This is an optimization exercise on Yosys and OpenROAD, whose aim is small area, not a production implementation. The RTL was checked by simulation tests, not by an equivalence proof against the original design. No activity file was given, so power comes from the tool's default toggle rates.

$ cat flow/run.sh
#!/bin/bash
# Standard layout, but clock tree synthesis without dummy loads.
set -euo pipefail
export CTS_ARGS="-sink_clustering_enable -repair_clock_nets -dont_use_dummy_load -buf_list sky130_fd_sc_hd__clkbuf_8 -sink_clustering_size 20 -sink_clustering_max_diameter 50"
bash standard.sh > flow.log 2>&1
$ cat standard.sh
#!/bin/bash
# synth_recipe.tcl (not shown) runs the flow's synth.tcl, then flattens the netlist and writes it again
# the make line also repeats each setting of config.mk as NAME=value (left out here)
make -C /OpenROAD-flow-scripts/flow DESIGN_CONFIG=/design/flow/config.mk WORK_HOME=/design/flow/orfs CLKGATE_MAP_FILE= SYNTH_SCRIPT=/design/flow/synth_recipe.tcl "${@:-finish}"
$ cat config.mk
export PLATFORM = sky130hd
export DESIGN_NAME = sdReader
export DESIGN_NICKNAME = sdReader
export VERILOG_FILES = /design/flow/design.v
export SDC_FILE = /design/flow/constraint.sdc
export NUM_CORES = 4
export LEC_CHECK = 0
export CAP_MARGIN = 20
export CORE_MARGIN = 2
export CORE_UTILIZATION = 50
export CTS_BUF_LIST = sky130_fd_sc_hd__clkbuf_8
export CTS_CLUSTER_DIAMETER = 50
export CTS_CLUSTER_SIZE = 20
export PLACE_DENSITY = 0.6
export SLEW_MARGIN = 20
$ cat constraint.sdc
create_clock -name core_clock -period 10.0 [get_ports {clk}]
set_input_delay 2.0000 -clock core_clock [delete_from_list [all_inputs] [get_ports {clk}]]
set_output_delay 2.0000 -clock core_clock [all_outputs]
set_load 0.01 [all_outputs]
$ cat design.v
`timescale 1ns/1ps
package sdPkg;
    typedef enum logic [3:0] {
        SEQ_CMD0,
        SEQ_CMD8,
        SEQ_CMD55,
        SEQ_ACMD41,
        SEQ_CMD16,
        SEQ_CMD17,
        SEQ_TOKEN,       
        SEQ_WORD,
        SEQ_CRC,
        SEQ_READY,
        SEQ_ERROR
    } seqState_t;
    typedef enum logic [3:0] {
        PH_POWERUP,
        PH_PRE,
        PH_SEND,
        PH_WAIT,
        PH_RECV,
        PH_UPD,          
        PH_TMO,          
        PH_ISS,          
        PH_GO            
    } phase_t;
    localparam logic [47:0] CMD0_FRAME   = {8'h40, 32'h0000_0000, 8'h95};
    localparam logic [47:0] CMD8_FRAME   = {8'h48, 20'h00000, 4'b0001, 8'hAA, 8'h87};
    localparam logic [47:0] CMD55_FRAME  = {8'h77, 32'h0000_0000, 8'h01};
    localparam logic [47:0] ACMD41_FRAME = {8'h69, 32'h4000_0000, 8'h01};   
    localparam logic [47:0] CMD16_FRAME  = {8'h50, 32'h0000_0200, 8'h00};   
    localparam logic [47:0] CMD17_FRAME  = {8'h51, 32'h0000_0000, 8'h01};   
    localparam logic [7:0] R1_IDLE     = 8'h01;
    localparam logic [7:0] R1_READY    = 8'h00;
    localparam logic [7:0] START_TOKEN = 8'hFE;
endpackage
`timescale 1ns/1ps
`timescale 1ns/1ps
`timescale 1ns/1ps
module blockBuffer (
    input  logic        clk,
    input  logic        ins,
    input  logic [31:0] din,
    output logic [31:0] tapA,    
    output logic [31:0] tapB     
);
    logic [127:0] ring [32];
    for (genvar r = 0; r < 32; r++) begin : gRing
        always_ff @(posedge clk)
            ring[r] <= {ring[r][126:0], ins ? din[r] : ring[r][127]};
        assign tapA[r] = ring[r][127];
        assign tapB[r] = ring[r][63];
    end
endmodule
`timescale 1ns/1ps
`timescale 1ns/1ps
module sdReader #(
    parameter int clkDiv    = 2,
    parameter int bitCycles = 2,
    parameter int dumpWords = 128
) (
    input  logic clk,
    input  logic rstN,
    output logic sdClk,
    output logic sdMosi,
    input  logic sdMiso,
    output logic sdCs,
    input  logic dump,
    output logic uartTx,
    output logic ready,
    output logic error
);
    sdPkg::seqState_t state;
    sdPkg::phase_t    phase;
    logic       div;         
    logic [7:0] cnt;         
    logic [31:0] rxs;        
    logic [7:0] rx;          
    logic [8:0] byteCnt;     
    logic [6:0] label;       
    logic [31:0] nextWord;   
    logic       nextOk;      
    logic       ins;         
    logic       cap, load, rxShift, dumpShift;
    logic [6:0] capWord, capSlot;
    logic       active;      
    logic       timer;
    logic [3:0] bitIdx;      
    logic [31:0] tapA, tapB;
    logic [7:0] cntDec;
    logic       frameBit;
    logic [7:0] rxBits;
    logic       wrByte;
    logic       txBit;
    assign ready  = (state == sdPkg::SEQ_READY);
    assign error  = (state == sdPkg::SEQ_ERROR);
    assign cntDec = cnt - 8'd1;
    always_comb begin
        case (state)
            sdPkg::SEQ_CMD8: rxBits = 8'd40;
            sdPkg::SEQ_WORD: rxBits = 8'd32;
            sdPkg::SEQ_CRC:  rxBits = 8'd16;
            default:         rxBits = 8'd8;
        endcase
    end
    always_comb begin
        case (state)
            sdPkg::SEQ_CMD8:   frameBit = sdPkg::CMD8_FRAME[cntDec[5:0]];
            sdPkg::SEQ_CMD55:  frameBit = sdPkg::CMD55_FRAME[cntDec[5:0]];
            sdPkg::SEQ_ACMD41: frameBit = sdPkg::ACMD41_FRAME[cntDec[5:0]];
            sdPkg::SEQ_CMD16:  frameBit = sdPkg::CMD16_FRAME[cntDec[5:0]];
            sdPkg::SEQ_CMD17:  frameBit = sdPkg::CMD17_FRAME[cntDec[5:0]];
            default:           frameBit = sdPkg::CMD0_FRAME[cntDec[5:0]];
        endcase
    end
    assign wrByte  = (phase == sdPkg::PH_RECV) && div && !sdClk &&
                     (state == sdPkg::SEQ_WORD) && (cnt[2:0] == 3'd1);
    always_ff @(posedge clk or negedge rstN) begin
        if (!rstN) begin
            state  <= sdPkg::SEQ_CMD0;
            phase  <= sdPkg::PH_POWERUP;
            div    <= 1'b0;
            cnt    <= 8'd159;
            sdClk  <= 1'b0;
            sdMosi <= 1'b1;
            sdCs   <= 1'b1;
        end else begin
            case (phase)
                sdPkg::PH_UPD: begin
                    phase <= sdPkg::PH_ISS;
                    case (state)
                        sdPkg::SEQ_CMD0:
                            if (rx == sdPkg::R1_IDLE) state <= sdPkg::SEQ_CMD8;
                        sdPkg::SEQ_CMD8:
                            state <= (rx == sdPkg::R1_IDLE) ? sdPkg::SEQ_CMD55 : sdPkg::SEQ_ERROR;
                        sdPkg::SEQ_CMD55:
                            state <= (rx == sdPkg::R1_IDLE || rx == sdPkg::R1_READY) ?
                                     sdPkg::SEQ_ACMD41 : sdPkg::SEQ_ERROR;
                        sdPkg::SEQ_ACMD41:
                            if (rx == sdPkg::R1_IDLE)       state <= sdPkg::SEQ_CMD55;
                            else if (rx == sdPkg::R1_READY) state <= sdPkg::SEQ_CMD16;
                            else                            state <= sdPkg::SEQ_ERROR;
                        sdPkg::SEQ_CMD16:
                            state <= (rx == sdPkg::R1_READY) ? sdPkg::SEQ_CMD17 : sdPkg::SEQ_ERROR;
                        sdPkg::SEQ_CMD17:
                            state <= (rx == sdPkg::R1_READY) ? sdPkg::SEQ_TOKEN : sdPkg::SEQ_ERROR;
                        sdPkg::SEQ_TOKEN:
                            if (rx == sdPkg::START_TOKEN) state <= sdPkg::SEQ_WORD;
                        sdPkg::SEQ_WORD:
                            if (byteCnt == 9'd0) state <= sdPkg::SEQ_CRC;
                        sdPkg::SEQ_CRC:
                            state <= sdPkg::SEQ_READY;
                        default: ;
                    endcase
                end
                sdPkg::PH_TMO: begin
                    phase <= sdPkg::PH_ISS;
                    state <= sdPkg::SEQ_ERROR;
                end
                sdPkg::PH_ISS: begin
                    if (state != sdPkg::SEQ_READY && state != sdPkg::SEQ_ERROR)
                        phase <= sdPkg::PH_GO;
                end
                sdPkg::PH_GO: begin
                    if (state == sdPkg::SEQ_TOKEN || state == sdPkg::SEQ_WORD ||
                        state == sdPkg::SEQ_CRC) begin
                        phase <= sdPkg::PH_RECV;    
                        cnt   <= rxBits;
                    end else begin
                        phase <= sdPkg::PH_PRE;
                        sdCs  <= 1'b1;
                        cnt   <= 8'd15;
                    end
                end
                default: begin
                    div <= ~div;
                    if (div) begin
                        case (phase)
                            sdPkg::PH_POWERUP: begin
                                sdClk <= ~sdClk;
                                cnt   <= cntDec;
                                if (cnt == 8'd0)
                                    phase <= sdPkg::PH_ISS;
                            end
                            sdPkg::PH_PRE: begin
                                sdClk <= ~sdClk;
                                cnt   <= cntDec;
                                if (cnt == 8'd0) begin
                                    sdCs   <= 1'b0;
                                    sdMosi <= 1'b0;    
                                    cnt    <= 8'd47;
                                    phase  <= sdPkg::PH_SEND;
                                end
                            end
                            sdPkg::PH_SEND: begin
                                sdClk <= ~sdClk;
                                if (sdClk) begin
                                    cnt <= cntDec;
                                    if (cnt == 8'd0) begin
                                        sdMosi <= 1'b1;
                                        cnt    <= 8'd63;
                                        phase  <= sdPkg::PH_WAIT;
                                    end else begin
                                        sdMosi <= frameBit;
                                    end
                                end
                            end
                            sdPkg::PH_WAIT: begin
                                if (!sdClk && !sdMiso) begin
                                    phase <= sdPkg::PH_RECV;    
                                    cnt   <= rxBits;
                                end else if (cnt == 8'd0) begin
                                    sdClk <= 1'b0;
                                    phase <= sdPkg::PH_TMO;
                                end else begin
                                    sdClk <= ~sdClk;
                                    cnt   <= cntDec;
                                end
                            end
                            sdPkg::PH_RECV: begin
                                sdClk <= ~sdClk;
                                if (!sdClk) begin
                                    cnt <= cntDec;
                                end else if (cnt == 8'd0) begin
                                    phase <= sdPkg::PH_UPD;
                                end
                            end
                            default: ;
                        endcase
                    end
                end
            endcase
        end
    end
    assign rxShift   = phase == sdPkg::PH_RECV && div && !sdClk &&
                       !(state == sdPkg::SEQ_CMD8 && cnt <= 8'd32);
    assign dumpShift = active && timer && bitIdx != 4'd0 && bitIdx != 4'd9;
    assign load      = active && !timer && bitIdx == 4'd0 && byteCnt[1:0] == 2'd0;
    assign rx        = rxs[7:0];
    always_ff @(posedge clk) begin
        if (load)
            rxs <= nextWord;
        else if (rxShift || dumpShift)
            rxs <= {rxs[30:0], sdMiso};
    end
    always_ff @(posedge clk or negedge rstN) begin
        if (!rstN) begin
            label <= 7'd0;
            ins   <= 1'b0;
        end else begin
            label <= label + 7'd1;
            if (phase == sdPkg::PH_UPD && state == sdPkg::SEQ_TOKEN)
                label <= 7'd0;
            ins <= wrByte && byteCnt[1:0] == 2'd3;
        end
    end
    assign capWord = (state == sdPkg::SEQ_CRC) ? 7'd0 : byteCnt[8:2] + 7'd1;
    assign capSlot = 7'(capWord * 7'd3);
    always_ff @(posedge clk or negedge rstN) begin
        if (!rstN)
            nextOk <= 1'b0;
        else if (load)
            nextOk <= 1'b0;
        else if (cap)
            nextOk <= 1'b1;
    end
    assign cap = !nextOk && (ready || state == sdPkg::SEQ_CRC) && label[5:0] == capSlot[5:0];
    always_ff @(posedge clk) begin
        if (cap)
            for (int i = 0; i < 32; i++)
                nextWord[i] <= (label[6] == capSlot[6]) ? tapA[i ^ 7] : tapB[i ^ 7];
    end
    always_comb begin
        if (bitIdx == 4'd0)
            txBit = 1'b0;
        else if (bitIdx == 4'd9)
            txBit = 1'b1;
        else
            txBit = rxs[31];    
    end
    always_ff @(posedge clk or negedge rstN) begin
        if (!rstN) begin
            active  <= 1'b0;
            timer   <= 1'b0;
            bitIdx  <= 4'd0;
            byteCnt <= 9'd0;
            uartTx  <= 1'b1;
        end else begin
            if (wrByte)
                byteCnt <= byteCnt + 9'd1;
            if (!active) begin
                uartTx <= 1'b1;
                if (dump && ready)
                    active <= 1'b1;    
            end else begin
                uartTx <= txBit;
                timer  <= ~timer;
                if (timer) begin
                    if (bitIdx == 4'd9) begin
                        bitIdx  <= 4'd0;
                        byteCnt <= byteCnt + 9'd1;
                        if (byteCnt == 9'(4 * dumpWords - 1))
                            active <= 1'b0;
                    end else begin
                        bitIdx <= bitIdx + 4'd1;
                    end
                end
            end
        end
    end
    blockBuffer uBuffer (
        .clk (clk),
        .ins  (ins),
        .din  (rxs),
        .tapA (tapA),
        .tapB (tapB)
    );
endmodule
==> results of run 1 <==
[power by group]
part           switching [mW]  total (mW)  internal (mW)
Clock                    4.36        6.49           2.13
Combinational           0.268       0.449          0.181
Sequential              0.126        17.0           16.9
Total                    4.75        23.9           19.2
[worst paths after layout]
path | start | end | slack [ns] | depth (start not counted)
worst max-delay path | state[1] | error | 5.01 | 4
worst min-delay path | uBuffer.ring[18][36] | uBuffer.ring[18][37] | 0.24 | 0
worst max register to register | state[3] | nextWord[22] | 5.26 | 12
worst min register to register | uBuffer.ring[18][36] | uBuffer.ring[18][37] | 0.24 | 0
max in group asynchronous | rstN | phase[0] | 8.24 | 2
min in group asynchronous | rstN | cnt[6] | 1.23 | 2
[area by class of cell]
class | instances | area, µm²
inverters | 16 | 60.1
repair buffers | 16 | 138
fillers | 14000 | 81200
diodes | 6 | 15.0
clock buffers | 238 | 3280
multi-input cells | 466 | 3410
well taps | 2340 | 2930
flip-flops and latches | 4205 | 85100
[per-layer routing]
layer / part of all wire, % / up-vias
met5: 0 / -
met4: 3.1 / 0
met3: 4.7 / 222
met2: 37 / 335
met1: 56 / 13900
li1: - / 15100
[cells by family after synthesis]
group / share of synthesized area (%)
adders and majority gates: 0.155
and+or+nand+nor: 1.09
xor gates and xnor gates: 0.425
AOI/OAI and AO/OA: 0.835
DFF: 95.9
buffers and inverters: 0.270
muxes: 1.30
[Yosys cell counts, types with 6 or more instances]
library cell  count
nand2_1          41
buf_2             8
o21ai_0          34
nand2b_1          6
xor2_1           15
nor2_1           64
mux2_1           32
nand3_1          11
dfstp_2           9
ha_1             11
dfxtp_1        4096
xnor2_1          23
nand4_1           7
inv_1            16
edfxtp_1         64
mux2_2           67
a21oi_1          35
nor4_1            6
nor3_1           18
clkbuf_1         28
dfrtp_1          36
a31oi_1          12
[sequential cells by signal, summed over array words and instances (netlist names)]
| signal | cells |
|---|---|
| uBuffer.ring | 4096 |
| nextWord | 32 |
| rxs | 32 |
| byteCnt | 9 |
| cnt | 8 |
| label | 7 |
| bitIdx | 4 |
| phase | 4 |
| state | 4 |
| active | 1 |
| div | 1 |
| ins | 1 |
| nextOk | 1 |
| sdClk | 1 |
| sdCs | 1 |
| sdMosi | 1 |
| timer | 1 |
| uartTx | 1 |
[worst max-delay path: stages (launching register included)]
cell	delay (ns)
dfrtp_1	0.70
inv_1	0.27
nor2_1	0.20
and3_1	0.32
clkdlybuf4s50_1	0.59
[through the flow]
| step | hold slack, ns | cells | worst slack (ns) | cell area (µm²) | power [mW] |
|---|---|---|---|---|---|
| floorplan | 0.310 | 4729 | 4.79 | 88700 | 17.7 |
| global placement | 0.309 | 7043 | 5.26 | 91600 | 17.8 |
| detailed placement | 0.312 | 7043 | 5.23 | 91600 | 17.8 |
| CTS | 0.250 | 7281 | 4.71 | 94900 | 24.3 |
| global route | 0.249 | 7283 | 4.71 | 94900 | 24.9 |
| finish | 0.243 | 7287 | 5.01 | 94900 | 23.9 |
==> impl_metrics.json, run 1 <==
{
  "firstDrtPassIters": 4,
  "drc": 0,
  "period_needed_ns": 4.99,
  "cts_tree": "built",
  "final-max-slew-violation-count": 0,
  "fin_nets": 4958,
  "std_cell_rows": 154,
  "grt_max_degree": 46,
  "final_core_util_pct": 53.9,
  "final_cell_mix": "4096 x dfxtp_1, 238 x clkbuf_8, 67 x mux2_2",
  "antenna_found_initial": 4,
  "arrival_ns": 2.99,
  "clockBufferDepth": 3,
  "grt_pass1_vias": 29000,
  "area.growth.synth_to_final_pct": 7.01,
  "use_met3_pct": 2.82,
  "clock_tree.root_cell": "clkbuf_8",
  "grt-ovfl-total": 0,
  "use_met2_pct": 13.3,
  "drt_iter0_markers": 1414,
  "clkSinkCount": 4205,
  "irDropWorstVdd_uv": 150,
  "fmax_mhz": 201,
  "syn_inst": 4729,
  "port_buffers": 9,
  "grt_util_all_layers_pct": 10.4,
  "antenna_left": 0,
  "layout_commonest_cell": "dfxtp_1",
  "skew_ns": 0.111,
  "avgSynthCellArea_um2": 18.8,
  "dieArea_um2": 181000,
  "ys_types": 67,
  "power.leakage_nw": 37.2,
  "worstSetupPathType": "register to output port",
  "setup_viol": 0,
  "routed_wl_um": 92200,
  "ys_ff_latch": 4205,
  "cp_max_fo": 17,
  "vias": 29500,
  "post-cts-setup-buffers": 0,
  "cp_data_required_time_ns": 8.00,
  "core-area_um2": 176000,
  "grt.busiest_layer": "met1",
  "synth_area_leader_cell": "dfxtp_1",
  "grt_first_pass_wirelength_um": 152000,
  "cts.repair.resized": 0,
  "syn-num-nets": 4744,
  "drive_gt1_share_pct": 6.74,
  "ys_warn_count": 3,
  "die_h_um": 425,
  "tns_ns": 0,
  "hold_violations": 0,
  "dp_hpwl_um": 47600,
  "min_period_over_period_pct": 49.9,
  "maxSlewHeadroom_pct": 31.4,
  "syn_area_um2": 88700,
  "start_util_pct": 50.3,
  "rsz0062_at_grt": "false",
  "synth.top_cell.area_share_pct": 92.5,
  "worstMarginPinSlew_ns": 1.03,
  "p_per_area_nw_per_um2": 252,
  "hp-class": "register to register",
  "maxCapViolCount": 0,
  "io_pins": 10,
  "status": "timing/DRC/antenna clean",
  "startpoint_type": "register",
  "vias_per_cell": 4.05,
  "met1_usage_pct": 16.3,
  "ys_async_sr_fraction_pct": 1.07,
  "synth-edff-count": 64,
  "wire_per_inst_um": 12.6,
  "seq_area_frac_synth_pct": 95.9,
  "synthFlopType": "dfxtp_1",
  "die_x_um": 425,
  "clk_pin_slew_ns": 0.10,
  "clock_latency_ns": 0.97,
  "crit_path_end_kind": "output port",
  "gp_congestion": 0.719,
  "synth.top_cells.by_area": "dfxtp_1 92%, edfxtp_1 2.2%, dfrtp_1 1.0%",
  "cts.hold.buffers_added": 0,
  "cts-buffers-inserted": 238,
  "htreeDepth": 4
}
==> run 2, diff against run 1 <==
--- a/design.v
+++ b/design.v
@@ -40,16 +40,16 @@
 module blockBuffer (
     input  logic        clk,
     input  logic        ins,
-    input  logic [31:0] din,
-    output logic [31:0] tapA,    
-    output logic [31:0] tapB     
+    input  logic [15:0] din,
+    output logic [7:0][15:0] tap
 );
-    logic [127:0] ring [32];
-    for (genvar r = 0; r < 32; r++) begin : gRing
+    logic [255:0] ring [16];
+    for (genvar r = 0; r < 16; r++) begin : gRing
         always_ff @(posedge clk)
-            ring[r] <= {ring[r][126:0], ins ? din[r] : ring[r][127]};
-        assign tapA[r] = ring[r][127];
-        assign tapB[r] = ring[r][63];
+            ring[r] <= {ring[r][254:0], ins ? din[r] : ring[r][255]};
+        for (genvar k = 0; k < 8; k++) begin : gTap
+            assign tap[k][r] = ring[r][255 - 32 * k];
+        end
     end
 endmodule
 `timescale 1ns/1ps
@@ -74,19 +74,21 @@
     sdPkg::phase_t    phase;
     logic       div;         
     logic [7:0] cnt;         
-    logic [31:0] rxs;        
+    logic [15:0] rxs;        
     logic [7:0] rx;          
     logic [8:0] byteCnt;     
-    logic [6:0] label;       
-    logic [31:0] nextWord;   
+    logic [7:0] label;       
+    logic [15:0] nextHalf;   
     logic       nextOk;      
+    logic [4:0] done;        
     logic       ins;         
     logic       cap, load, rxShift, dumpShift;
-    logic [6:0] capWord, capSlot;
+    logic [7:0] capHalf, capSlot;
+    logic [2:0] capTap;
     logic       active;      
     logic       timer;
     logic [3:0] bitIdx;      
-    logic [31:0] tapA, tapB;
+    logic [7:0][15:0] tap;
     logic [7:0] cntDec;
     logic       frameBit;
     logic [7:0] rxBits;
@@ -235,27 +237,37 @@
     assign rxShift   = phase == sdPkg::PH_RECV && div && !sdClk &&
                        !(state == sdPkg::SEQ_CMD8 && cnt <= 8'd32);
     assign dumpShift = active && timer && bitIdx != 4'd0 && bitIdx != 4'd9;
-    assign load      = active && !timer && bitIdx == 4'd0 && byteCnt[1:0] == 2'd0;
+    assign load      = active && !timer && bitIdx == 4'd0 && byteCnt[0] == 1'b0;
     assign rx        = rxs[7:0];
     always_ff @(posedge clk) begin
         if (load)
-            rxs <= nextWord;
+            rxs <= nextHalf;
         else if (rxShift || dumpShift)
-            rxs <= {rxs[30:0], sdMiso};
+            rxs <= {rxs[14:0], sdMiso};
     end
     always_ff @(posedge clk or negedge rstN) begin
         if (!rstN) begin
-            label <= 7'd0;
-            ins   <= 1'b0;
+            label <= 8'd0;
+            done  <= 5'd0;
         end else begin
-            label <= label + 7'd1;
+            label <= label + 8'd1;
             if (phase == sdPkg::PH_UPD && state == sdPkg::SEQ_TOKEN)
-                label <= 7'd0;
-            ins <= wrByte && byteCnt[1:0] == 2'd3;
+                label <= 8'd0;
+            done <= {done[3:0], wrByte && byteCnt[0]};
         end
     end
-    assign capWord = (state == sdPkg::SEQ_CRC) ? 7'd0 : byteCnt[8:2] + 7'd1;
-    assign capSlot = 7'(capWord * 7'd3);
+    always_comb begin
+        case ({byteCnt[2] ^ byteCnt[1], byteCnt[1]})
+            2'b01:   ins = done[0];    
+            2'b00:   ins = done[1];    
+            2'b11:   ins = done[3];    
+            default: ins = done[4];    
+        endcase
+    end
+    assign capHalf = (state == sdPkg::SEQ_CRC) ? 8'd0 : byteCnt[8:1] + 8'd1;
+    assign capSlot = 8'd64 + {capHalf[0], 6'd0} + {7'd0, capHalf[0]} +
+                     {capHalf[1], 7'd0} + 8'(capHalf[7:1] * 2'd3) + (capHalf[1] ? 8'd0 : 8'd3);
+    assign capTap  = capSlot[7:5] - label[7:5];
     always_ff @(posedge clk or negedge rstN) begin
         if (!rstN)
             nextOk <= 1'b0;
@@ -264,11 +276,11 @@
         else if (cap)
             nextOk <= 1'b1;
     end
-    assign cap = !nextOk && (ready || state == sdPkg::SEQ_CRC) && label[5:0] == capSlot[5:0];
+    assign cap = !nextOk && (ready || state == sdPkg::SEQ_CRC) && label[4:0] == capSlot[4:0];
     always_ff @(posedge clk) begin
         if (cap)
-            for (int i = 0; i < 32; i++)
-                nextWord[i] <= (label[6] == capSlot[6]) ? tapA[i ^ 7] : tapB[i ^ 7];
+            for (int i = 0; i < 16; i++)
+                nextHalf[i] <= tap[capTap][i ^ 7];
     end
     always_comb begin
         if (bitIdx == 4'd0)
@@ -276,7 +288,7 @@
         else if (bitIdx == 4'd9)
             txBit = 1'b1;
         else
-            txBit = rxs[31];    
+            txBit = rxs[15];    
     end
     always_ff @(posedge clk or negedge rstN) begin
         if (!rstN) begin
@@ -312,7 +324,6 @@
         .clk (clk),
         .ins  (ins),
         .din  (rxs),
-        .tapA (tapA),
-        .tapB (tapB)
+        .tap  (tap)
     );
 endmodule
--- a/config.mk
+++ b/config.mk
@@ -7,9 +7,9 @@
 export LEC_CHECK = 0
 export CAP_MARGIN = 20
 export CORE_MARGIN = 2
-export CORE_UTILIZATION = 50
+export CORE_UTILIZATION = 55
 export CTS_BUF_LIST = sky130_fd_sc_hd__clkbuf_8
 export CTS_CLUSTER_DIAMETER = 50
 export CTS_CLUSTER_SIZE = 20
-export PLACE_DENSITY = 0.6
+export PLACE_DENSITY = 0.65
 export SLEW_MARGIN = 20
==> run 2 against run 1 <==
Effect of this change:
- worst hold slack lost 0.026 ns
- die area shrank 9.3%
- first-iteration DRC count grew 22%
- largest cell class unchanged
- largest power group unchanged
==> impl_metrics.json, run 2 <==
{
  "status": "timing/DRC/antenna clean",
  "synthFlopType": "dfxtp_1",
  "worstMarginPinSlew_ns": 0.776,
  "place_area_um2": 91000,
  "antenna_found_initial": 16,
  "min_period_over_period_pct": 51.5,
  "synth_common_cells": "4096 x dfxtp_1, 56 x nor2_1, 46 x nand2_1, 41 x dfrtp_1, 39 x mux2_2",
  "dp_hpwl_um": 53900,
  "setup_viol": 0,
  "rr_worst_depth": 16,
  "skew_ns": 0.156,
  "internal_power_mw": 19.3,
  "cts-buffers-inserted": 240,
  "clockBufferDepth": 3,
  "power.leakage_nw": 37.1,
  "syn_area_um2": 88400,
  "ys_ff_latch": 4178,
  "ff2ff_setup_slack_ns": 4.85,
  "hp-start": "uBuffer.ring[10][139]",
  "antenna_left": 0,
  "synth_area_leader_cell": "dfxtp_1",
  "post-cts-setup-buffers": 0,
  "synth-edff-count": 32,
  "largest_reg_flops": 4096,
  "grt_util_all_layers_pct": 11.9,
  "fmax_mhz": 194,
  "core-area_um2": 160000,
  "p_switching_mw": 5.04,
  "cts.hold.buffers_added": 0,
  "maxSlewHeadroom_pct": 46.9,
  "drc": 0,
  "rsz0062_at_grt": "false",
  "io_pins": 10,
  "ys_types": 79,
  "start_util_pct": 55.2,
  "final_core_util_pct": 59.0,
  "drive_gt1_share_pct": 7.32,
  "path_delay_family": "adder cells",
  "maxCapViolCount": 0,
  "whs_ns": 0.217,
  "clk_pin_slew_ns": 0.11,
  "wire_per_inst_um": 13.7,
  "hold_violations": 0,
  "cp_data_required_time_ns": 10.70,
  "period_needed_ns": 5.15,
  "hold_depth": 0,
  "irDropWorstVdd_uv": 187,
  "cts.repair.resized": 0,
  "clockPowerShare_pct": 26.6,
  "gp_congestion": 0.760,
  "syn_inst": 4710,
  "top_register": "uBuffer.ring",
  "cp_slowest_stage_delay_ns": 0.53,
  "avgSynthCellArea_um2": 18.8,
  "port_buffers": 9,
  "worst-path-buf-inv": 2,
  "grt_pass1_vias": 28700,
  "seq_area_frac_synth_pct": 95.3,
  "reg.largest.list": "uBuffer.ring: 4096 flops, nextHalf: 16 flops, rxs: 16 flops",
  "ys_warn_count": 3,
  "die_x_um": 405,
  "startpoint_type": "register",
  "synth.top_cells.by_area": "dfxtp_1 93%, dfrtp_1 1.2%, edfxtp_1 1.1%",
  "clock_latency_ns": 0.97,
  "vias_per_cell": 4.24,
  "vias": 29800,
  "fin_area_um2": 94400,
  "power_frac_comb_pct": 3.8,
  "post-synth-top-count-cell": "dfxtp_1",
  "firstDrtPassIters": 5,
  "grt-ovfl-total": 0,
  "routed_wl_um": 96000,
  "clock_tree.root_cell": "clkbuf_8",
  "p_total_mw": 24.3,
  "cp.depth": 16,
  "crit_chain": "ha_1 -> nand2_4 -> or3_4 -> and2_2 -> or3_1 -> fa_1 -> inv_1 -> ha_1 -> xnor2_1 -> fa_2 -> xnor2_1 -> xnor2_1 -> xnor2_1 -> xnor2_4 -> buf_4 -> mux2_2",
  "fin_nets": 4959,
  "final-max-slew-violation-count": 0,
  "cts_tree": "built",
  "seq_power_share_pct": 69.7,
  "layout_commonest_cell": "dfxtp_1",
  "hold_end": "uBuffer.ring[10][140]",
  "area.growth.synth_to_final_pct": 6.75,
  "std_cell_rows": 147,
  "drt_iter0_markers": 1730,
  "synth.top_cell.area_share_pct": 92.8,
  "worstSetupPathType": "register to register",
  "hp-class": "register to register",
  "crit_path_end_kind": "register",
  "dieArea_um2": 164000,
  "path_common_cell": "xnor2_1",
  "cp_max_fo": 16,
  "tns_ns": 0,
  "syn-num-nets": 4738,
  "grt_max_degree": 51,
  "final_cell_mix": "4096 x dfxtp_1, 240 x clkbuf_8, 56 x nor2_1",
  "r2r-end": "nextHalf[4]",
  "p_sw_share_pct": 20.7,
  "die_h_um": 405,
  "htreeDepth": 4,
  "arrival_ns": 5.84,
  "cp_slowest_cell": "dfrtp_1",
  "ys_async_sr_fraction_pct": 1.20,
  "reg2reg_from": "byteCnt[1]",
  "clkSinkCount": 4178,
  "grt_first_pass_wirelength_um": 153000,
  "p_per_area_nw_per_um2": 258
}
run 2: cell count changes after synthesis, moves of 11 or more:
cell and change:
a21oi_1 -13, mux4_2 +32, mux2_1 -32, mux2_2 -28
edfxtp_1 -32, ha_1 +11
run 2: kinds of logic after synthesis:
family	synth area share [%]
flip-flops	95.3
AND/OR/NAND/NOR	1.17
buffers and inverters	0.277
AO/OA/AOI/OAI	0.886
adder cells (fa/ha/maj)	0.368
XOR/XNOR	0.484
multiplexers	1.53
run 2: worst register-to-register path: stages (launching register included):
cell     delay [ns]
dfrtp_1        0.53
ha_1           0.33
nand2_4        0.11
or3_4          0.39
and2_2         0.22
or3_1          0.38
fa_1           0.49
inv_1          0.04
ha_1           0.31
xnor2_1        0.16
fa_2           0.36
xnor2_1        0.19
xnor2_1        0.10
xnor2_1        0.36
xnor2_4        0.15
buf_4          0.43
mux2_2         0.40
run 2: final cells by class:
| cell class | instances | area (µm²) |
|---|---|---|
| Sequential cell | 4178 | 84200 |
| Fill cell | 11800 | 65700 |
| Multi-Input combinational cell | 474 | 3970 |
| Clock buffer | 240 | 3300 |
| Tap cell | 2086 | 2610 |
| Timing Repair Buffer | 18 | 153 |
| Inverter | 19 | 71.3 |
| Antenna cell | 10 | 25.0 |
run 2: power by group through the flow:
stage / clock (mW) / sequential [mW] / combinational [mW]
floorplan: 0 / 17.2 / 0.696
global placement: 0 / 17.3 / 0.936
detailed placement: 0 / 17.3 / 0.938
CTS: 6.77 / 17.0 / 0.943
global route: 7.37 / 17.0 / 0.999
finish: 6.47 / 17.0 / 0.916
run 2: through the flow:
stage | setup WS, ns | std cells
5_1_grt | 4.56 | 7016
6_report | 4.85 | 7025
2_1_floorplan | 5.37 | 4710
3_3_place_gp | 4.68 | 6775
3_5_place_dp | 4.72 | 6775
4_1_cts | 4.78 | 7015
run 2: per-layer routing:
layer  share of wire [%]  global-route usage [%]  up-vias
li1                    -                       -    15100
met1                  55                    18.8    14100
met2                  37                    15.7      408
met3                 4.3                    2.76      234
met4                 2.9                    4.63        0
met5                   0                       0        -
run 2: how the worst max path moves through the flow:
stage | endpoint | slack, ns | from
floorplan | nextHalf[10] | 5.37 | byteCnt[1]
global placement | nextHalf[15] | 4.68 | byteCnt[2]
detailed placement | nextHalf[4] | 4.72 | byteCnt[2]
CTS | nextHalf[4] | 4.78 | byteCnt[1]
global route | nextHalf[4] | 4.56 | byteCnt[1]
finish | nextHalf[4] | 4.85 | byteCnt[1]
==> run 3, diff against run 2 <==
--- a/config.mk
+++ b/config.mk
@@ -7,9 +7,9 @@
 export LEC_CHECK = 0
 export CAP_MARGIN = 20
 export CORE_MARGIN = 2
-export CORE_UTILIZATION = 55
+export CORE_UTILIZATION = 50
 export CTS_BUF_LIST = sky130_fd_sc_hd__clkbuf_8
 export CTS_CLUSTER_DIAMETER = 50
 export CTS_CLUSTER_SIZE = 20
-export PLACE_DENSITY = 0.65
+export PLACE_DENSITY = 0.6
 export SLEW_MARGIN = 20
==> run 3 against run 2 <==
Effect of this change:
- still clean
- first-iteration DRC count fell by 4.3%
- synthesized area unchanged
- flip-flop and latch count did not move
- sequential power is essentially flat
- sequential share of layout area is 0.79 points lower
- count of clock-buffer cells in the layout up 37
- die area grew 9.9%
- via count up 0.76%
- clock power is 7.3% higher
==> impl_metrics.json, run 3 <==
{
  "status": "timing/DRC/antenna clean",
  "wire_per_inst_um": 13.4,
  "hold_end": "uBuffer.ring[13][104]",
  "firstDrtPassIters": 5,
  "top_register": "uBuffer.ring",
  "clk_pin_slew_ns": 0.10,
  "synth.top_cells.by_area": "dfxtp_1 93%, dfrtp_1 1.2%, edfxtp_1 1.1%",
  "skew_ns": 0.107,
  "clock_tree.root_cell": "clkbuf_8",
  "reg2reg_from": "byteCnt[2]",
  "die_x_um": 424,
  "ys_types": 79,
  "use_met3_pct": 3.36,
  "antenna_found_initial": 15,
  "hp-start": "uBuffer.ring[13][103]",
  "dp_hpwl_um": 55300,
  "grt.busiest_layer": "met1",
  "largest_reg_flops": 4096,
  "arrival_ns": 5.92,
  "layout_commonest_cell": "dfxtp_1",
  "cts.hold.buffers_added": 0,
  "grt_pass1_vias": 29100,
  "maxCapViolCount": 0,
  "dp_cells": 7026,
  "seq_area_frac_synth_pct": 95.3,
  "grt_max_degree": 51,
  "power.leakage_nw": 37.4,
  "start_util_pct": 50.2,
  "cp_data_required_time_ns": 10.74,
  "synthFlopType": "dfxtp_1",
  "gp_congestion": 0.748,
  "setup_viol": 0,
  "synth_common_cells": "4096 x dfxtp_1, 56 x nor2_1, 46 x nand2_1, 41 x dfrtp_1, 39 x mux2_2",
  "routed_wl_um": 98200,
  "drc": 0,
  "vias_per_cell": 4.10,
  "worstMarginPinSlew_ns": 1.03,
  "met1_usage_pct": 17.8,
  "grt_first_pass_wirelength_um": 157000,
  "p_per_area_nw_per_um2": 260,
  "ys_ff_latch": 4178,
  "syn_inst": 4710,
  "hold_violations": 0,
  "rr_worst_depth": 12,
  "crit_path_end_kind": "register",
  "clockBufferDepth": 4,
  "dieArea_um2": 180000,
  "maxSlewHeadroom_pct": 31.6,
  "avgSynthCellArea_um2": 18.8,
  "clock_latency_ns": 1.00,
  "grt-ovfl-total": 0,
  "htreeDepth": 5,
  "hp-class": "register to register",
  "min_period_over_period_pct": 51.8,
  "fin_area_um2": 95200,
  "post-synth-top-count-cell": "dfxtp_1",
  "final_core_util_pct": 54.1,
  "std_cell_rows": 154,
  "drt_iter0_markers": 1656,
  "ff2ff_setup_slack_ns": 4.82,
  "final_cells": 7327,
  "synth_area_leader_cell": "dfxtp_1",
  "area.growth.synth_to_final_pct": 7.70,
  "post-cts-setup-buffers": 0,
  "core-area_um2": 176000,
  "die_h_um": 424,
  "startpoint_type": "register",
  "place_area_um2": 91300,
  "hold_depth": 0,
  "clkSinkCount": 4178,
  "rsz0062_at_grt": "false",
  "final-max-slew-violation-count": 0,
  "tns_ns": 0,
  "cts-buffers-inserted": 277,
  "r2r-end": "nextHalf[8]",
  "period_needed_ns": 5.18,
  "ys_async_sr_fraction_pct": 1.20,
  "syn-num-nets": 4738,
  "ys_warn_count": 3,
  "port_buffers": 9,
  "irDropWorstVdd_uv": 147,
  "reg.largest.list": "uBuffer.ring: 4096 flops, nextHalf: 16 flops, rxs: 16 flops",
  "antenna_left": 0,
  "fmax_mhz": 193,
  "synth.top_cell.area_share_pct": 92.8,
  "syn_area_um2": 88400,
  "final_cell_mix": "4096 x dfxtp_1, 277 x clkbuf_8, 56 x nor2_1",
  "worstSetupPathType": "register to register",
  "io_pins": 10,
  "cts.repair.resized": 0,
  "cts_tree": "built",
  "grt_util_all_layers_pct": 11.1,
  "fin_nets": 4995,
  "drive_gt1_share_pct": 8.00,
  "vias": 30000,
  "use_met2_pct": 13.4,
  "cp_max_fo": 32,
  "synth-edff-count": 32
}
run 3: per-stage QoR:
step	power, mW	hold WS (ns)	setup WS, ns
floorplan	17.9	0.310	5.37
global placement	18.2	0.309	4.92
detailed placement	18.2	0.312	4.77
CTS	25.2	0.229	4.75
global route	25.9	0.233	4.56
finish	24.8	0.244	4.82
run 3: how the worst max path moves through the flow:
stage / startpoint / endpoint
after CTS: state[2] / ready
after global routing: byteCnt[2] / nextHalf[9]
final: byteCnt[2] / nextHalf[8]
after floorplan: byteCnt[1] / nextHalf[10]
after global placement: byteCnt[1] / nextHalf[9]
after detailed placement: byteCnt[2] / nextHalf[10]
run 3: area by class of cell:
type / instances / area [µm²]
well taps: 2340 / 2930
clock buffers: 277 / 3810
repair buffers: 17 / 153
multi-input cells: 474 / 3960
flip-flops and latches: 4178 / 84200
fillers: 13700 / 80700
diodes: 22 / 55.1
inverters: 19 / 71.3
run 3: cell families (layout without fill, tap and decap cells):
family / after synthesis / count (layout) / share of synthesized area [%]
adder cells (fa/ha/maj): 25 / 25 / 0.368
multiplexers: 85 / 85 / 1.53
AO/OA/AOI/OAI: 118 / 118 / 0.886
AND/OR/NAND/NOR: 198 / 198 / 1.17
other: 0 / 22 / 0
buffers and inverters: 58 / 313 / 0.277
flip-flops: 4178 / 4178 / 95.3
XOR/XNOR: 48 / 48 / 0.484
run 3: worst max-delay path, cell delays in order (launching register included):
cell and delay (ns):
dfrtp_1 0.55, ha_1 0.34, nand2_4 0.11, or3_4 0.39, and2_2 0.23, or3_1 0.36
fa_1 0.49, inv_1 0.05, ha_1 0.31, xnor2_1 0.17, fa_2 1.24, mux4_2 0.42
mux2_4 0.28
run 3: layer usage:
metal / share of wire (%) / vias to the layer above / routed length [µm]
met5: 0 / - / 0
met4: 3.1 / 0 / 3080
met3: 5.9 / 224 / 5790
met2: 35 / 475 / 34300
met1: 56 / 14100 / 55000
li1: - / 15200 / -
run 3: power breakdown:
part / switching (mW) / total, mW / internal, mW
sequential: 0.177 / 17.0 / 16.8
clock: 4.43 / 6.94 / 2.51
combinational: 0.514 / 0.882 / 0.368
total: 5.12 / 24.8 / 19.7
==> run 4, diff against run 3 <==
==> flow/run.sh (replaced) <==
#!/bin/bash
# Standard layout, but clock tree synthesis without dummy loads.
set -euo pipefail
export CTS_ARGS="-sink_clustering_enable -repair_clock_nets -dont_use_dummy_load -buf_list sky130_fd_sc_hd__clkbuf_8 -sink_clustering_size 20 -sink_clustering_max_diameter 70"
bash standard.sh > flow.log 2>&1
==> run 4 against run 3 <==
Effect of this change:
- still clean on timing, DRC and antenna
- flip-flop and latch count unchanged
- combinational power about the same
- synthesized cell count unchanged
- clock power decreased by 7.9%
- die area unchanged
- count of clock-buffer cells in the layout decreased by 47
- register-to-register slack got worse by 0.11 ns
- sequential share of layout area increased by 0.62 points
- total power decreased by 2.2%
- global-route usage decreased by 0.12 points
- utilization decreased by 0.38 points
- highest routed layer unchanged
==> impl_metrics.json, run 4 <==
{
  "status": "timing/DRC/antenna clean",
  "vias_per_cell": 4.09,
  "synth_common_cells": "4096 x dfxtp_1, 56 x nor2_1, 46 x nand2_1, 41 x dfrtp_1, 39 x mux2_2",
  "skew_ns": 0.154,
  "clockBufferDepth": 3,
  "drt_iter0_markers": 1637,
  "whs_ns": 0.245,
  "wire_per_inst_um": 13.4,
  "area.growth.synth_to_final_pct": 6.95,
  "htreeDepth": 4,
  "hold_depth": 0,
  "cts.hold.buffers_added": 0,
  "final_cell_mix": "4096 x dfxtp_1, 230 x clkbuf_8, 56 x nor2_1",
  "grt-ovfl-total": 0,
  "ys_async_sr_fraction_pct": 1.20,
  "arrival_ns": 5.96,
  "grt_util_all_layers_pct": 11.0,
  "vias": 29700,
  "maxSlewHeadroom_pct": 31.6,
  "port_buffers": 9,
  "start_util_pct": 50.2,
  "period_needed_ns": 5.30,
  "gp_congestion": 0.748,
  "dp_cells": 7026,
  "synth.top_cells.by_area": "dfxtp_1 93%, dfrtp_1 1.2%, edfxtp_1 1.1%",
  "grt_max_degree": 51,
  "irDropWorstVdd_uv": 147,
  "cp_slowest_cell": "fa_2",
  "largest_reg_flops": 4096,
  "antenna_left": 0,
  "ys_types": 79,
  "place_area_um2": 91300,
  "synth_area_leader_cell": "dfxtp_1",
  "crit_chain": "ha_1 -> nand2_4 -> or3_4 -> and2_2 -> or3_1 -> fa_1 -> inv_1 -> ha_1 -> xnor2_1 -> fa_2 -> mux4_2 -> mux2_4",
  "die_h_um": 424,
  "routed_wl_um": 97200,
  "path_common_cell": "ha_1",
  "cts_tree": "built",
  "post-synth-top-count-cell": "dfxtp_1",
  "avgSynthCellArea_um2": 18.8,
  "final_cells": 7274,
  "worstSetupPathType": "register to register",
  "post-cts-setup-buffers": 0,
  "synth-edff-count": 32,
  "clock_tree.root_cell": "clkbuf_8",
  "cts-buffers-inserted": 230,
  "dieArea_um2": 180000,
  "core-area_um2": 176000,
  "reg.largest.list": "uBuffer.ring: 4096 flops, nextHalf: 16 flops, rxs: 16 flops",
  "maxCapViolCount": 0,
  "io_pins": 10,
  "hold_violations": 0,
  "synth.top_cell.area_share_pct": 92.8,
  "crit_path_end_kind": "register",
  "ys_warn_count": 3,
  "clock_latency_ns": 1.00,
  "drive_gt1_share_pct": 7.12,
  "cp_slowest_stage_delay_ns": 1.23,
  "drc": 0,
  "rr_worst_depth": 12,
  "multiInputGateArea_um2": 3960,
  "seq_area_frac_synth_pct": 95.3,
  "cp_max_fo": 32,
  "std_cell_rows": 154,
  "final-max-slew-violation-count": 0,
  "rsz0062_at_grt": "false",
  "dp_hpwl_um": 55300,
  "syn_area_um2": 88400,
  "p_per_area_nw_per_um2": 256,
  "fin_nets": 4948,
  "top_register": "uBuffer.ring",
  "fin_area_um2": 94500,
  "firstDrtPassIters": 5,
  "power.leakage_nw": 37.1,
  "antenna_found_initial": 15,
  "ys_ff_latch": 4178,
  "nFillCells": 13700,
  "min_period_over_period_pct": 53.0,
  "cts.repair.resized": 0,
  "layout_commonest_cell": "dfxtp_1",
  "seq_area_um2": 84200,
  "die_x_um": 424,
  "synthFlopType": "dfxtp_1",
  "syn-num-nets": 4738,
  "tns_ns": 0,
  "clkSinkCount": 4178,
  "grt_first_pass_wirelength_um": 155000,
  "startpoint_type": "register",
  "syn_inst": 4710,
  "setup_viol": 0,
  "fin_ws_ns": 4.70,
  "clk_pin_slew_ns": 0.12,
  "place_ws_ns": 4.77,
  "worstMarginPinSlew_ns": 1.03,
  "cp_data_required_time_ns": 10.67,
  "grt_pass1_vias": 28700,
  "fmax_mhz": 189,
  "hp-class": "register to register"
}
run 4: cell counts after synthesis:
Identical to the previous run, type by type.
run 4: layout make-up:
type                       instances  share of cell area [%]
timing repair buffer              17                   0.161
inverter                          19                  0.0754
sequential                      4178                    89.1
tap                             2340                    3.10
clock buffer                     230                    3.35
multi-input combinational        474                    4.19
antenna                           16                  0.0424
run 4: critical path: cells and delay by family, from the launching register on:
family	cells	cell delay, ns
XOR/XNOR	1	0.16
buffers and inverters	1	0.05
multiplexers	2	0.70
adder cells (fa/ha/maj)	4	2.37
flip-flops	1	0.56
AND/OR/NAND/NOR	4	1.08
run 4: power by group:
group	switching [mW]	total [mW]	internal (mW)
Sequential	0.175	17.0	16.8
Combinational	0.512	0.880	0.368
Clock	4.33	6.39	2.07
run 4: logic make-up after synthesis:
kind of cell	count (synthesis)	share of synthesized area, %
compound gates	118	0.886
xor+xnor	48	0.484
fa+ha+maj	25	0.368
buf+inv	58	0.277
flops	4178	95.3
mux	85	1.53
simple gates	198	1.17
run 4: path summary, 6_finish.rpt:
path                                 startpoint                   end  slack, ns
setup / recovery                     byteCnt[2]           nextHalf[5]       4.70
hold / removal             uBuffer.ring[2][162]  uBuffer.ring[2][163]       0.24
setup reg to reg                     byteCnt[2]           nextHalf[5]       4.70
hold reg to reg            uBuffer.ring[2][162]  uBuffer.ring[2][163]       0.24
max in group asynchronous                  rstN              label[2]       8.19
min in group asynchronous                  rstN            byteCnt[8]       1.16
run 4: stage by stage:
stage | util (%) | power [mW]
2_1_floorplan | - | 17.9
3_3_place_gp | 51.9 | 18.2
3_5_place_dp | 51.9 | 18.2
4_1_cts | 53.7 | 24.6
5_1_grt | 53.7 | 25.3
6_report | 53.7 | 24.2
run 4: metal layers:
layer / wire [µm] / global-route usage, %
met1: 55300 / 17.8
met2: 34100 / 13.5
met3: 4890 / 2.96
met4: 2920 / 4.51
met5: 0 / 0
==> run 5, diff against run 4 <==
==> flow/run.sh (replaced) <==
#!/bin/bash
# Standard layout, but clock tree synthesis without dummy loads.
set -euo pipefail
export CTS_ARGS="-sink_clustering_enable -repair_clock_nets -dont_use_dummy_load -buf_list sky130_fd_sc_hd__clkbuf_8 -sink_clustering_size 20 -sink_clustering_max_diameter 60"
bash standard.sh > flow.log 2>&1
==> run 5 against run 4 <==
Effect of this change:
- design area hardly changed
- setup slack better by 0.025 ns
- combinational power about the same
- critical endpoint unchanged
- largest cell class unchanged
==> impl_metrics.json, run 5 <==
{
  "startpoint_type": "register",
  "firstDrtPassIters": 5,
  "start_util_pct": 50.2,
  "avgSynthCellArea_um2": 18.8,
  "synthFlopType": "dfxtp_1",
  "vias_per_cell": 4.09,
  "syn-num-nets": 4738,
  "drc": 0,
  "syn_area_um2": 88400,
  "clockBufferDepth": 3,
  "dp_cells": 7026,
  "ys_types": 79,
  "io_pins": 10,
  "reg.largest.list": "uBuffer.ring: 4096 flops, nextHalf: 16 flops, rxs: 16 flops",
  "vias": 29800,
  "post-cts-setup-buffers": 0,
  "seq_area_um2": 84200,
  "tns_ns": 0,
  "p_per_area_nw_per_um2": 256,
  "final-max-slew-violation-count": 0,
  "cts.repair.resized": 0,
  "maxCapViolCount": 0,
  "syn_inst": 4710,
  "grt-ovfl-total": 0,
  "post-synth-top-count-cell": "dfxtp_1",
  "grt_pass1_vias": 28700,
  "place_ws_ns": 4.77,
  "irDropWorstVdd_uv": 146,
  "fmax_mhz": 190,
  "fin_nets": 4952,
  "ys_ff_latch": 4178,
  "multiInputGateArea_um2": 3960,
  "clock_latency_ns": 0.98,
  "drt_iter0_markers": 1557,
  "synth.top_cells.by_area": "dfxtp_1 93%, dfrtp_1 1.2%, edfxtp_1 1.1%",
  "die_h_um": 424,
  "grt_util_all_layers_pct": 11.0,
  "area.growth.synth_to_final_pct": 7.03,
  "skew_ns": 0.132,
  "synth_common_cells": "4096 x dfxtp_1, 56 x nor2_1, 46 x nand2_1, 41 x dfrtp_1, 39 x mux2_2",
  "use_met3_pct": 2.90,
  "period_needed_ns": 5.27,
  "drive_gt1_share_pct": 7.19,
  "rsz0062_at_grt": "false",
  "layout_commonest_cell": "dfxtp_1",
  "seq_area_frac_synth_pct": 95.3,
  "setup_viol": 0,
  "clock_tree.root_cell": "clkbuf_8",
  "dp_hpwl_um": 55300,
  "synth-edff-count": 32,
  "final_core_util_pct": 53.8,
  "maxSlewHeadroom_pct": 31.2,
  "core-area_um2": 176000,
  "power.leakage_nw": 37.1,
  "antenna_left": 0,
  "htreeDepth": 4,
  "hold_violations": 0,
  "final_cells": 7283,
  "ff2ff_setup_slack_ns": 4.73,
  "port_buffers": 9,
  "grt_first_pass_wirelength_um": 155000,
  "hp-class": "register to register",
  "fin_ws_ns": 4.73,
  "synth.top_cell.area_share_pct": 92.8,
  "crit_path_end_kind": "register",
  "min_period_over_period_pct": 52.7,
  "wire_per_inst_um": 13.3,
  "die_x_um": 424,
  "cp_data_required_time_ns": 10.65,
  "met1_usage_pct": 17.8,
  "nFillCells": 13700,
  "synth_area_leader_cell": "dfxtp_1",
  "final_cell_mix": "4096 x dfxtp_1, 234 x clkbuf_8, 56 x nor2_1",
  "cts_tree": "built",
  "cts.hold.buffers_added": 0,
  "cp_max_fo": 32,
  "worstMarginPinSlew_ns": 1.03,
  "worstSetupPathType": "register to register",
  "status": "timing/DRC/antenna clean",
  "ys_warn_count": 3,
  "use_met2_pct": 13.4,
  "gp_congestion": 0.748,
  "dieArea_um2": 180000,
  "std_cell_rows": 154,
  "clk_pin_slew_ns": 0.11,
  "grt_max_degree": 51,
  "top_register": "uBuffer.ring",
  "largest_reg_flops": 4096,
  "ys_async_sr_fraction_pct": 1.20,
  "antenna_found_initial": 15,
  "cts-buffers-inserted": 234,
  "arrival_ns": 5.92,
  "routed_wl_um": 97100,
  "grt.busiest_layer": "met1",
  "clkSinkCount": 4178
}
[run 5: cell counts after synthesis]
Identical to the previous run, type by type.
[run 5: logic make-up (layout without fill, tap and decap cells)]
logic type	count (synthesis)	in the layout	share of synthesized area [%]
other cells	0	21	0
mux	85	85	1.53
xor+xnor	48	48	0.484
fa+ha+maj	25	25	0.368
compound gates	118	118	0.886
flops	4178	4178	95.3
buf+inv	58	270	0.277
simple gates	198	198	1.17
[run 5: layout make-up]
| class | instances | area share, % |
|---|---|---|
| flip-flops and latches | 4178 | 89.0 |
| repair buffers | 17 | 0.161 |
| clock buffers | 234 | 3.40 |
| multi-input cells | 474 | 4.18 |
| well taps | 2340 | 3.09 |
| inverters | 19 | 0.0754 |
| diodes | 21 | 0.0555 |
[run 5: routing by layer]
layer	wire, µm	up-vias
met5	0	-
met4	3160	0
met3	5130	230
met2	33800	427
met1	55000	14000
li1	-	15100
[run 5: worst paths after layout]
check	from	to	cells past startpoint
max	byteCnt[2]	nextHalf[5]	12
min	uBuffer.ring[13][103]	uBuffer.ring[13][104]	0
max reg2reg	byteCnt[2]	nextHalf[5]	12
min reg2reg	uBuffer.ring[13][103]	uBuffer.ring[13][104]	0
max in group asynchronous	rstN	nextOk	2
min in group asynchronous	rstN	bitIdx[2]	2
[run 5: report_power, final]
group | switching [mW] | internal (mW)
combinational | 0.512 | 0.368
sequential | 0.176 | 16.8
clock | 4.33 | 2.10
[run 5: metrics by stage]
stage                     power (mW)  hold slack [ns]  area [µm²]
after floorplan                 17.9            0.310       88400
after global placement          18.2            0.309       91300
after detailed placement        18.2            0.312       91300
after CTS                       24.6            0.179       94500
after global routing            25.3            0.186       94600
final                           24.3            0.198       94600
[run 5: worst max-delay path, stage by stage (launching register included)]
cell and delay, ns:
dfrtp_1 0.56, ha_1 0.34, nand2_4 0.11, or3_4 0.39, and2_2 0.22, or3_1 0.36
fa_1 0.49, inv_1 0.05, ha_1 0.31, xnor2_1 0.16, fa_2 1.24, mux4_2 0.43
mux2_4 0.27
==> run 6, diff against run 5 <==
--- a/config.mk
+++ b/config.mk
@@ -7,9 +7,9 @@
 export LEC_CHECK = 0
 export CAP_MARGIN = 20
 export CORE_MARGIN = 2
-export CORE_UTILIZATION = 50
+export CORE_UTILIZATION = 55
 export CTS_BUF_LIST = sky130_fd_sc_hd__clkbuf_8
 export CTS_CLUSTER_DIAMETER = 50
 export CTS_CLUSTER_SIZE = 20
-export PLACE_DENSITY = 0.6
+export PLACE_DENSITY = 0.65
 export SLEW_MARGIN = 20
==> run 6 against run 5 <==
Effect of this change:
- synthesized area unchanged
- utilization increased by 5.1 points
- setup slack improved by 0.078 ns
- design area decreased by 0.38%
- highest routed layer unchanged
- sequential power about the same
- count of clock-buffer cells in the layout decreased by 2
- still clean
- clock skew increased by 0.0058 ns
==> impl_metrics.json, run 6 <==
{
  "skew_ns": 0.137,
  "grt_util_all_layers_pct": 11.9,
  "clock_latency_ns": 0.99,
  "final_cell_mix": "4096 x dfxtp_1, 232 x clkbuf_8, 56 x nor2_1",
  "clkSinkCount": 4178,
  "path_common_cell": "xnor2_1",
  "drt_iter0_markers": 1744,
  "antenna_left": 0,
  "rsz0062_at_grt": "false",
  "crit_path_end_kind": "register",
  "multiInputGateArea_um2": 3970,
  "syn-num-nets": 4738,
  "arrival_ns": 5.85,
  "worstMarginPinSlew_ns": 0.796,
  "cts_tree": "built",
  "r2r-end": "nextHalf[4]",
  "start_util_pct": 55.2,
  "rr_worst_depth": 16,
  "worstSetupPathType": "register to register",
  "cp_slowest_stage_delay_ns": 0.53,
  "nFillCells": 11800,
  "final_cells": 7017,
  "core-area_um2": 160000,
  "min_period_over_period_pct": 51.9,
  "cts.hold.buffers_added": 0,
  "tns_ns": 0,
  "synth.top_cell.area_share_pct": 92.8,
  "ys_types": 79,
  "fmax_mhz": 193,
  "seq_area_frac_synth_pct": 95.3,
  "top_register": "uBuffer.ring",
  "gp_congestion": 0.760,
  "ff2ff_setup_slack_ns": 4.81,
  "final_core_util_pct": 58.9,
  "maxCapViolCount": 0,
  "synth-compound-area-share_pct": 0.886,
  "hold_violations": 0,
  "fin_nets": 4951,
  "avgSynthCellArea_um2": 18.8,
  "final-max-slew-violation-count": 0,
  "hold_end": "uBuffer.ring[6][230]",
  "drive_gt1_share_pct": 7.17,
  "grt_max_degree": 51,
  "grt-ovfl-total": 0,
  "antenna_found_initial": 18,
  "post-cts-setup-buffers": 0,
  "grt_pass1_vias": 28700,
  "die_x_um": 405,
  "synth_top_family_by_area": "multiplexers",
  "p_per_area_nw_per_um2": 257,
  "reg2reg_from": "byteCnt[2]",
  "synth_mux_area_share_pct": 1.53,
  "dp_cells": 6775,
  "ys_async_sr_fraction_pct": 1.20,
  "cts-buffers-inserted": 232,
  "vias_per_cell": 4.24,
  "status": "timing/DRC/antenna clean",
  "io_pins": 10,
  "worst-path-buf-inv": 2,
  "wire_per_inst_um": 13.7,
  "power.leakage_nw": 37.1,
  "reg.largest.list": "uBuffer.ring: 4096 flops, nextHalf: 16 flops, rxs: 16 flops",
  "period_needed_ns": 5.19,
  "path_delay_family": "adder cells",
  "area.growth.synth_to_final_pct": 6.62,
  "synth_common_cells": "4096 x dfxtp_1, 56 x nor2_1, 46 x nand2_1, 41 x dfrtp_1, 39 x mux2_2",
  "ys_ff_latch": 4178,
  "ys_warn_count": 3,
  "std_cell_rows": 147,
  "synth_area_leader_cell": "dfxtp_1",
  "cp_data_required_time_ns": 10.66,
  "post-synth-top-count-cell": "dfxtp_1",
  "cp_slowest_cell": "dfrtp_1",
  "port_buffers": 9,
  "synth_adder_area_share_pct": 0.368,
  "irDropWorstVdd_uv": 191,
  "drc": 0,
  "crit_chain": "ha_1 -> nand2_4 -> or3_4 -> and2_2 -> or3_1 -> fa_1 -> inv_1 -> ha_1 -> xnor2_1 -> fa_2 -> xnor2_1 -> xnor2_1 -> xnor2_1 -> xnor2_4 -> buf_4 -> mux2_2",
  "routed_wl_um": 96000,
  "die_h_um": 405,
  "largest_reg_flops": 4096,
  "synthFlopType": "dfxtp_1",
  "firstDrtPassIters": 5,
  "cp_max_fo": 16,
  "dieArea_um2": 164000,
  "grt_first_pass_wirelength_um": 153000,
  "synth-simple-area-share_pct": 1.17,
  "synth-edff-count": 32,
  "syn_inst": 4710,
  "maxSlewHeadroom_pct": 46.5,
  "hp-start": "uBuffer.ring[6][229]",
  "synthXorXnorAreaFrac_pct": 0.484,
  "syn_area_um2": 88400,
  "seq_area_um2": 84200,
  "cts.repair.resized": 0,
  "vias": 29700,
  "dp_hpwl_um": 53900,
  "layout_commonest_cell": "dfxtp_1",
  "htreeDepth": 4,
  "clockBufferDepth": 3,
  "startpoint_type": "register",
  "synth.top_cells.by_area": "dfxtp_1 93%, dfrtp_1 1.2%, edfxtp_1 1.1%",
  "clock_tree.root_cell": "clkbuf_8",
  "hold_depth": 0,
  "setup_viol": 0,
  "clk_pin_slew_ns": 0.11,
  "hp-class": "register to register"
}
[run 6: cell counts after synthesis]
No cell type changed its count.
[run 6: layer usage]
metal	global-route usage, %	part of all wire, %	vias to the layer above
met2	15.7	38	400
met1	18.8	56	14100
li1	-	-	15100
met5	0	0	-
met4	4.30	2.6	0
met3	2.94	4.2	211
[run 6: worst max path at each step]
stage	startpoint	to	slack (ns)	cells after the start
global route	byteCnt[2]	nextHalf[4]	4.53	16
floorplan	byteCnt[1]	nextHalf[10]	5.37	16
finish	byteCnt[2]	nextHalf[4]	4.81	16
global placement	byteCnt[2]	nextHalf[15]	4.68	16
CTS	byteCnt[2]	nextHalf[4]	4.74	16
detailed placement	byteCnt[2]	nextHalf[4]	4.72	16
[run 6: cell type report]
cell class / instances / share of cell area [%]
flip-flops and latches: 4178 / 89.4
multi-input cells: 474 / 4.21
clock buffers: 232 / 3.39
well taps: 2086 / 2.77
repair buffers: 18 / 0.162
inverters: 19 / 0.0757
diodes: 10 / 0.0266
[run 6: cell families (layout without fill, tap and decap cells)]
group,Yosys count,in the layout
DFF,4178,4178
and+or+nand+nor,198,198
AOI/OAI and AO/OA,118,118
muxes,85,85
buffers and inverters,58,269
xor gates and xnor gates,48,48
adders and majority gates,25,25
other,0,10
[run 6: per-stage QoR]
stage          hold WS, ns  total power, mW  setup WS [ns]  area (µm²)
4_1_cts              0.221             24.6           4.74       94200
3_3_place_gp         0.309             18.3           4.68       91000
6_report             0.235             24.3           4.81       94200
3_5_place_dp         0.312             18.3           4.72       91000
5_1_grt              0.216             25.3           4.53       94200
2_1_floorplan        0.310             17.9           5.37       88400
[run 6: power breakdown]
group / switching (mW) / internal [mW]
Clock: 4.31 / 2.08
Combinational: 0.545 / 0.373
Sequential: 0.179 / 16.8
Total: 5.03 / 19.2
[run 6: worst reg2reg max path, cell delays in order, from the launching register on]
cell and delay [ns]:
dfrtp_1 0.53, ha_1 0.34, nand2_4 0.11, or3_4 0.39, and2_2 0.22, or3_1 0.38
fa_1 0.49, inv_1 0.04, ha_1 0.31, xnor2_1 0.16, fa_2 0.36, xnor2_1 0.19
xnor2_1 0.10, xnor2_1 0.36, xnor2_4 0.15, buf_4 0.43, mux2_2 0.40

[static timing again, ports no longer ideal]
The results above use ideal ports. As a check the final layouts listed here were re-extracted and re-timed, cells and wires unchanged.
Step 1: set_driving_cell puts a clkbuf_16 on clk and a buf_2 on each other input, an assumption about the parent block.
Step 2 adds t to the input delays and takes it off the output delays; t is the mean of the earliest and latest rising clock arrival at the registers after step 1. Input paths then give back, and output paths get back, about the clock's delay inside the block.
Three values: ideal, step 1, step 2; two values: the first two.
| run | t (ns) | setup WS [ns] | worst setup path at the end | latest minus earliest clock arrival (ns) | slew at the worst register clock pin (ns) |
|---|---|---|---|---|---|
| run 1 | 0.994 | 5.015 / 4.941 / 5.262 | register to register | 0.134 / 0.133 | 0.11 / 0.11 |
| run 2 | 0.963 | 4.853 / 4.853 / 4.853 | register to register | 0.167 / 0.166 | 0.11 / 0.11 |
| run 3 | 1.020 | 4.816 / 4.802 / 4.816 | register to register | 0.122 / 0.123 | 0.12 / 0.12 |
| run 4 | 0.993 | 4.703 / 4.703 / 4.703 | register to register | 0.155 / 0.154 | 0.12 / 0.12 |
| run 5 | 0.981 | 4.729 / 4.729 / 4.729 | register to register | 0.135 / 0.134 | 0.11 / 0.11 |
| run 6 | 0.981 | 4.806 / 4.806 / 4.806 | register to register | 0.156 / 0.156 | 0.11 / 0.11 |
After both steps setup and hold are still met in every run listed.
